From an optimization exercise on the open Yosys and OpenROAD flow, aimed at small area, a short achievable clock period and few clock cycles per item; shortcuts taken in it are not production practice. At most, simulation tests tie the RTL to the original design; equivalence was not proved. Power is estimated from default activity; no workload was simulated.

Design motor_speed_pi_pid_control_core, start of the top module:
module motor_speed_pi_pid_control_core #(
    parameter int SAMPLE_WIDTH   = 16,
    parameter int GAIN_FRAC_BITS = 8,
    parameter int ACC_WIDTH      = 48
) (
    input  wire logic                                   i_clk,
    input  wire logic                                   i_rst_n,
    input  wire logic                                   i_s_axis_tvalid,
    output      logic                                   o_s_axis_tready,
    input  wire logic [((2*SAMPLE_WIDTH+1+7)/8)*8-1:0]  i_s_axis_tdata,
    output      logic                                   o_m_axis_tvalid,
    input  wire logic                                   i_m_axis_tready,
    output      logic [mspc_pkg::OUT_DATA_W-1:0]        o_m_axis_tdata,
    input  wire logic                                   i_cfg_we,
    input  wire logic [mspc_pkg::CFG_ADDR_W-1:0]        i_cfg_addr,
    input  wire logic [mspc_pkg::CFG_DATA_W-1:0]        i_cfg_wdata
);
    localparam int EW = mspc_pkg::ERR_W;
    localparam int SW = mspc_pkg::SUM_W;
    localparam int AW = mspc_pkg::ACC_W;
    localparam int GW = mspc_pkg::GAIN_W;
    localparam int LW = mspc_pkg::LIMIT_W;
    logic          c_mode, c_swap;
    logic [GW-1:0] c_g1, c_g2, c_pos_ki;
    logic [LW-1:0] c_pwm_limit, c_int_limit;
    mspc_cfg_regs u_cfg (
        .i_clk            (i_clk),
        .i_rst_n          (i_rst_n),
        .i_cfg_we         (i_cfg_we),
        .i_cfg_addr       (i_cfg_addr),
        .i_cfg_wdata      (i_cfg_wdata),
        .o_mode           (c_mode),
        .o_swap           (c_swap),
        .o_g1             (c_g1),
        .o_g2             (c_g2),
        .o_pos_ki         (c_pos_ki),
        .o_pwm_limit      (c_pwm_limit),
        .o_integral_limit (c_int_limit)
    );
    logic r_en;          
    logic w_en;
    assign w_en            = r_en;
    assign o_s_axis_tready = r_en;
    logic          r0_v, r0_run;
    logic [EW-1:0] r0_e;
    always_ff @(posedge i_clk) begin
        if (!i_rst_n) begin
            r0_v <= 1'b0;
        end else if (w_en) begin
  ...
Size in the first run: roughly 90 I/O pins.
clock: 20.0 ns
lec_check: 0
abc_area: 1
cap_margin: 20
core_margin: 2
core_utilization: 55
cts_cluster_diameter: 100
cts_cluster_size: 20
place_density: 0.7
slew_margin: 20
standard.sh (not shown) runs the stock make flow with config.mk's settings and CLKGATE_MAP_FILE= SYNTH_SCRIPT=/design/flow/synth_recipe.tcl, a recipe that flattens the netlist after the stock synthesis.
==> flow/flow/run.sh <==
#!/bin/bash
set -euo pipefail
MARGIN=${MARGIN:-14.7}
sed 's/yosys synth -nofsm -noshare/yosys synth -nofsm -noshare -noabc/' synth_recipe.tcl > synth_noabc.tcl
bash standard.sh SYNTH_SCRIPT="$PWD/synth_noabc.tcl" SYNTH_OPERATIONS_ARGS=-booth SETUP_SLACK_MARGIN=$MARGIN MATCH_CELL_FOOTPRINT=0 \
    "BUFFER_PORTS_ARGS=-buffer_cell sky130_fd_sc_hd__buf_2" finish > standard_flow.log 2>&1
The starting point finished with timing, DRC and antenna clean.
Testbench counts at the start, summed over its fixed seeds: cycles 19,416, items 19,200.
Change:
==> flow/flow/run.sh (replaced) <==
#!/bin/bash
set -euo pipefail
MARGIN=${MARGIN:-14.7}
sed 's/yosys synth -nofsm -noshare/yosys synth -nofsm -noshare -noabc/' synth_recipe.tcl > synth_noabc.tcl
bash standard.sh SYNTH_SCRIPT="$PWD/synth_noabc.tcl" SYNTH_OPERATIONS_ARGS=-booth SETUP_SLACK_MARGIN=$MARGIN \
    "BUFFER_PORTS_ARGS=-buffer_cell sky130_fd_sc_hd__buf_2" finish > standard_flow.log 2>&1
Settings changed: CTS_CLUSTER_SIZE 20 to 25.
After rerunning:
- register-to-register slack degrades by 0.02 ns
- clock power fell by about 2%
- maximum frequency is about the same
- sequential share of layout area rose by 0.17 points
- first-iteration DRC count fell by 8.4%
Change:
--- a/flow/flow/run.sh
+++ b/flow/flow/run.sh
@@ -2,3 +2,3 @@
 set -euo pipefail
-MARGIN=${MARGIN:-14.7}
+MARGIN=${MARGIN:-14.8}
 sed 's/yosys synth -nofsm -noshare/yosys synth -nofsm -noshare -noabc/' synth_recipe.tcl > synth_noabc.tcl
Settings changed: CTS_CLUSTER_SIZE 25 to 20.
The changed run finished clean.
Hold slack got worse by 0.030 ns.
Synthesized cell count does not change.
Design area is higher by 2.9%.
Die area does not change.
Cell count is higher by 1.5%.
Power is higher by 3.8%.
Change:
--- a/flow/flow/run.sh
+++ b/flow/flow/run.sh
@@ -2,3 +2,3 @@
 set -euo pipefail
-MARGIN=${MARGIN:-14.8}
+MARGIN=${MARGIN:-14.7}
 sed 's/yosys synth -nofsm -noshare/yosys synth -nofsm -noshare -noabc/' synth_recipe.tcl > synth_noabc.tcl
Settings changed: GPL_ROUTABILITY_DRIVEN from default to 0.
After rerunning: The changed run finished clean. Final area came out lower by 2.3%. Clock power went down by 6.8%. Sequential power hardly moves. Via count is lower by 1.1%. Global-route usage goes down by 1.8 points. Critical path depth decreases by 10. Power goes down by 4.2%. Register-to-register slack degrades by 0.14 ns. Non-clock buffer count is lower by 63. Routed wire length went down by 3.8%.
Change:
Settings changed: CTS_BUF_LIST from default to sky130_fd_sc_hd__clkbuf_4 sky130_fd_sc_hd__clkbuf_8, CTS_CLUSTER_DIAMETER 100 to default, CTS_CLUSTER_SIZE 20 to default, GPL_ROUTABILITY_DRIVEN 0 to default.
Worst setup slack improves by 0.14 ns.
Utilization climbs by 0.22 points.
Sequential power barely changes.
Sequential cell count does not change.
Final cell count rose by 0.62%.
Routed wire length grows by 1.1%.
Synthesized area is unchanged.


== build 16 ==
motor_speed_pi_pid_control_core, a different RTL version from the one above (not shown whole).
Size in the first run: ~4300 cells after synthesis, ~0.039 mm2 of cells after synthesis.
Settings: LEC_CHECK=0, ABC_AREA=1, CAP_MARGIN=20, CORE_MARGIN=2, CORE_UTILIZATION=55, PLACE_DENSITY=0.7, SLEW_MARGIN=20; clock period 20.0 ns.
==> flow/flow/run.sh <==
#!/bin/bash
set -euo pipefail
MARGIN=${MARGIN:-14.5}
sed 's/yosys synth -nofsm -noshare/yosys synth -nofsm -noshare -noabc/' synth_recipe.tcl > synth_noabc.tcl
bash standard.sh SYNTH_SCRIPT="$PWD/synth_noabc.tcl" SYNTH_OPERATIONS_ARGS=-booth SETUP_SLACK_MARGIN=$MARGIN \
    "BUFFER_PORTS_ARGS=-buffer_cell sky130_fd_sc_hd__buf_2" finish > standard_flow.log 2>&1
Build 16: done, clean on timing, DRC and antenna
Testbench counts of build 16, summed over its fixed seeds: cycles 19,416, items 19,200.
The inputs of build 89 differ from those of build 16 as listed below.
Settings: swapping 55 for 45 in CORE_UTILIZATION; swapping 0.7 for 0.6 in PLACE_DENSITY.
--- a/flow/flow/run.sh
+++ b/flow/flow/run.sh
@@ -1,5 +1,5 @@
 #!/bin/bash
 set -euo pipefail
-MARGIN=${MARGIN:-14.5}
+MARGIN=${MARGIN:-14.7}
 sed 's/yosys synth -nofsm -noshare/yosys synth -nofsm -noshare -noabc/' synth_recipe.tcl > synth_noabc.tcl
 bash standard.sh SYNTH_SCRIPT="$PWD/synth_noabc.tcl" SYNTH_OPERATIONS_ARGS=-booth SETUP_SLACK_MARGIN=$MARGIN \
Results
Against build 16, build 89 reports a number of buffer and inverter stages on the critical path that is higher.
Number of antenna violations at the first check in global routing ends up higher on build 89.
Going from build 16 to build 89, the shortest clock period the worst path allows after layout was found to have gone down by 0.18 ns.
The run showing the greater number of placed instances with taps included is build 89.
[compare] base=build 16 new=build 89: synthesized cell count roughly the same; routed wire length now sits higher; total power went up by about 2%; largest net degree at the start of global routing climbed 0.98%.


lane 4:
Another version of the RTL of motor_speed_pi_pid_control_core (not shown whole).
For scale: roughly 5100 cells after synthesis, roughly 390 flip-flops, about 90 I/O pins, about 0.042 mm2 of cells after synthesis.
export LEC_CHECK = 0
export ABC_AREA = 1
export CAP_MARGIN = 20
export CORE_MARGIN = 2
export CORE_UTILIZATION = 55
export PLACE_DENSITY = 0.7
export SLEW_MARGIN = 20
create_clock -name core_clock -period 20.0 [get_ports {i_clk}]
==> flow/flow/run.sh <==
#!/bin/bash
set -euo pipefail
MARGIN=${MARGIN:-14}
sed 's/yosys synth -nofsm -noshare/yosys synth -nofsm -noshare -noabc/' synth_recipe.tcl > synth_noabc.tcl
bash standard.sh SYNTH_SCRIPT="$PWD/synth_noabc.tcl" SETUP_SLACK_MARGIN=$MARGIN finish > standard_flow.log 2>&1
Testbench counts of lane 4, summed over its fixed seeds: cycles 19,416, items 19,200.
Changes in lane 1 relative to lane 4:
==> flow/flow/run.sh <==
#!/bin/bash
set -euo pipefail
MARGIN=${MARGIN:-14.5}
sed 's/yosys synth -nofsm -noshare/yosys synth -nofsm -noshare -noabc/' synth_recipe.tcl > synth_noabc.tcl
bash standard.sh SYNTH_SCRIPT="$PWD/synth_noabc.tcl" SETUP_SLACK_MARGIN=$MARGIN finish > standard_flow.log 2>&1
## What came out
For lane 1, the critical path class was reg -> out, unlike lane 4, where it was reg -> reg. Compared with lane 4, in lane 1 via density per instance barely changed; internal cell power climbed 57 uW; detailed-route wire length on metal 1 barely changed.


motor_speed_pi_pid_control_core, a different RTL version from the one above (not shown whole).
For scale: about 390 flip-flops.
clock: 20.0 ns
lec_check: 0
abc_area: 1
cap_margin: 20
core_margin: 2
core_utilization: 55
place_density: 0.7
slew_margin: 20
==> flow/flow/run.sh <==
#!/bin/bash
set -euo pipefail
MARGIN=${MARGIN:-14.5}
sed 's/yosys synth -nofsm -noshare/yosys synth -nofsm -noshare -noabc/' synth_recipe.tcl > synth_noabc.tcl
bash standard.sh SYNTH_SCRIPT="$PWD/synth_noabc.tcl" SETUP_SLACK_MARGIN=$MARGIN \
    "BUFFER_PORTS_ARGS=-buffer_cell sky130_fd_sc_hd__buf_2" finish > standard_flow.log 2>&1
The starting point finished with timing, DRC and antenna clean.
Edit:
==> flow/flow/run.sh (replaced) <==
#!/bin/bash
set -euo pipefail
MARGIN=${MARGIN:-14.5}
sed 's/yosys synth -nofsm -noshare/yosys synth -nofsm -noshare -noabc/' synth_recipe.tcl > synth_noabc.tcl
bash standard.sh SYNTH_SCRIPT="$PWD/synth_noabc.tcl" SYNTH_OPERATIONS_ARGS=-booth SETUP_SLACK_MARGIN=$MARGIN \
    "BUFFER_PORTS_ARGS=-buffer_cell sky130_fd_sc_hd__buf_2" finish > standard_flow.log 2>&1
Outcome: Wire length shrinks by 11%. Via count shrinks by 12%. Count of clock-buffer cells in the layout shrinks by 2. Maximum frequency hardly moves. Cell count shrinks by 12%. Die area shrinks by 5.2%. Worst setup slack gains 0.0042 ns.
Edit:
==> flow/flow/run.sh (replaced) <==
#!/bin/bash
set -euo pipefail
MARGIN=${MARGIN:-14.5}
sed 's/yosys synth -nofsm -noshare/yosys synth -nofsm -noshare -noabc/' synth_recipe.tcl > synth_noabc.tcl
bash standard.sh SYNTH_SCRIPT="$PWD/synth_noabc.tcl" SETUP_SLACK_MARGIN=$MARGIN finish > standard_flow.log 2>&1
Sequential cell count does not change.
Area after synthesis rises by 5.6%.
Wire length goes up by 13%.
Utilization falls by 0.34 points.
Fmax goes down by 0.52%.
First-iteration DRC count went up by 21%.
Cell count rises by 13%.
Clock skew went up by 0.028 ns.
Edit:
==> flow/flow/run.sh (replaced) <==
#!/bin/bash
set -euo pipefail
MARGIN=${MARGIN:-14.5}
sed 's/yosys synth -nofsm -noshare/yosys synth -nofsm -noshare -noabc/' synth_recipe.tcl > synth_noabc.tcl
bash standard.sh SYNTH_SCRIPT="$PWD/synth_noabc.tcl" SYNTH_OPERATIONS_ARGS=-booth SETUP_SLACK_MARGIN=$MARGIN \
    "BUFFER_PORTS_ARGS=-buffer_cell sky130_fd_sc_hd__buf_2" finish > standard_flow.log 2>&1
Settings changed: CORE_UTILIZATION 55 to 65, PLACE_DENSITY 0.7 to 0.8.
- worst hold slack barely changes
- total power went down by a little under a tenth
- maximum frequency shrinks by a few percent
- register-to-register slack degrades by 0.24 ns
Edit:
--- a/flow/flow/run.sh
+++ b/flow/flow/run.sh
@@ -2,3 +2,3 @@
 set -euo pipefail
-MARGIN=${MARGIN:-14.5}
+MARGIN=${MARGIN:-15}
 sed 's/yosys synth -nofsm -noshare/yosys synth -nofsm -noshare -noabc/' synth_recipe.tcl > synth_noabc.tcl
Settings changed: CORE_UTILIZATION 65 to 55, PLACE_DENSITY 0.8 to 0.7.
=> The new run finished with timing, DRC and antenna clean; global-route usage fell by 1.1 points; routed wire length rose by 15%; maximum frequency rose by 1.8%.
No functional check of the RTL was part of any run of this note.

-- static timing again, ports no longer ideal --
The results above use ideal ports. As a check the final layouts listed here were re-extracted and re-timed, cells and wires unchanged. Step 1: set_driving_cell puts a clkbuf_16 on i_clk and a buf_2 on each other input, an assumption about the parent block. Step 2 moves the port delays by t, midway between the first and last clock arrival at a register: inputs arrive t later, outputs are due t later. That takes back most of the time a late clock gives input paths. Slacks: ideal / step 1 / step 2; pairs: ideal / step 1.
run	shift t [ns]	setup WS [ns]	slew at the worst register clock pin (ns)	worst slew at a driven data input, ns
the first run of note 1	0.686	14.709 / 14.711 / 14.064	0.09 / 0.09	0.04
the second run of note 1	0.645	14.717 / 14.717 / 14.204	0.11 / 0.11	0.04
the third run of note 1	0.678	14.763 / 14.740 / 14.188	0.09 / 0.09	0.05
the fourth run of note 1	0.641	14.619 / 14.619 / 14.154	0.09 / 0.09	0.04
the fifth run of note 1	0.718	14.763 / 14.692 / 14.142	0.08 / 0.08	0.04
build 16	0.659	14.513 / 14.513 / 14.021	0.07 / 0.07	0.04
build 89	0.672	14.692 / 14.692 / 14.152	0.08 / 0.08	0.04
lane 4	0.652	14.144 / 14.144 / 13.657	0.07 / 0.07	0.04
lane 1	0.651	14.545 / 14.478 / 14.188	0.07 / 0.07	0.05
the first run of note 4	0.657	14.532 / 14.532 / 14.076	0.07 / 0.07	0.05
the second run of note 4	0.646	14.537 / 14.537 / 14.023	0.06 / 0.06	0.04
the third run of note 4	0.653	14.508 / 14.470 / 14.132	0.07 / 0.07	0.05
the fourth run of note 4	0.644	14.267 / 14.267 / 14.017	0.07 / 0.07	0.04
the fifth run of note 4	0.660	14.367 / 14.367 / 14.367	0.07 / 0.07	0.04
After both steps setup and hold are still met in every run listed. For the first run of note 1, which loses most, drivers alone change the setup slack by +0.002 ns; drivers and shift together by -0.645 ns.
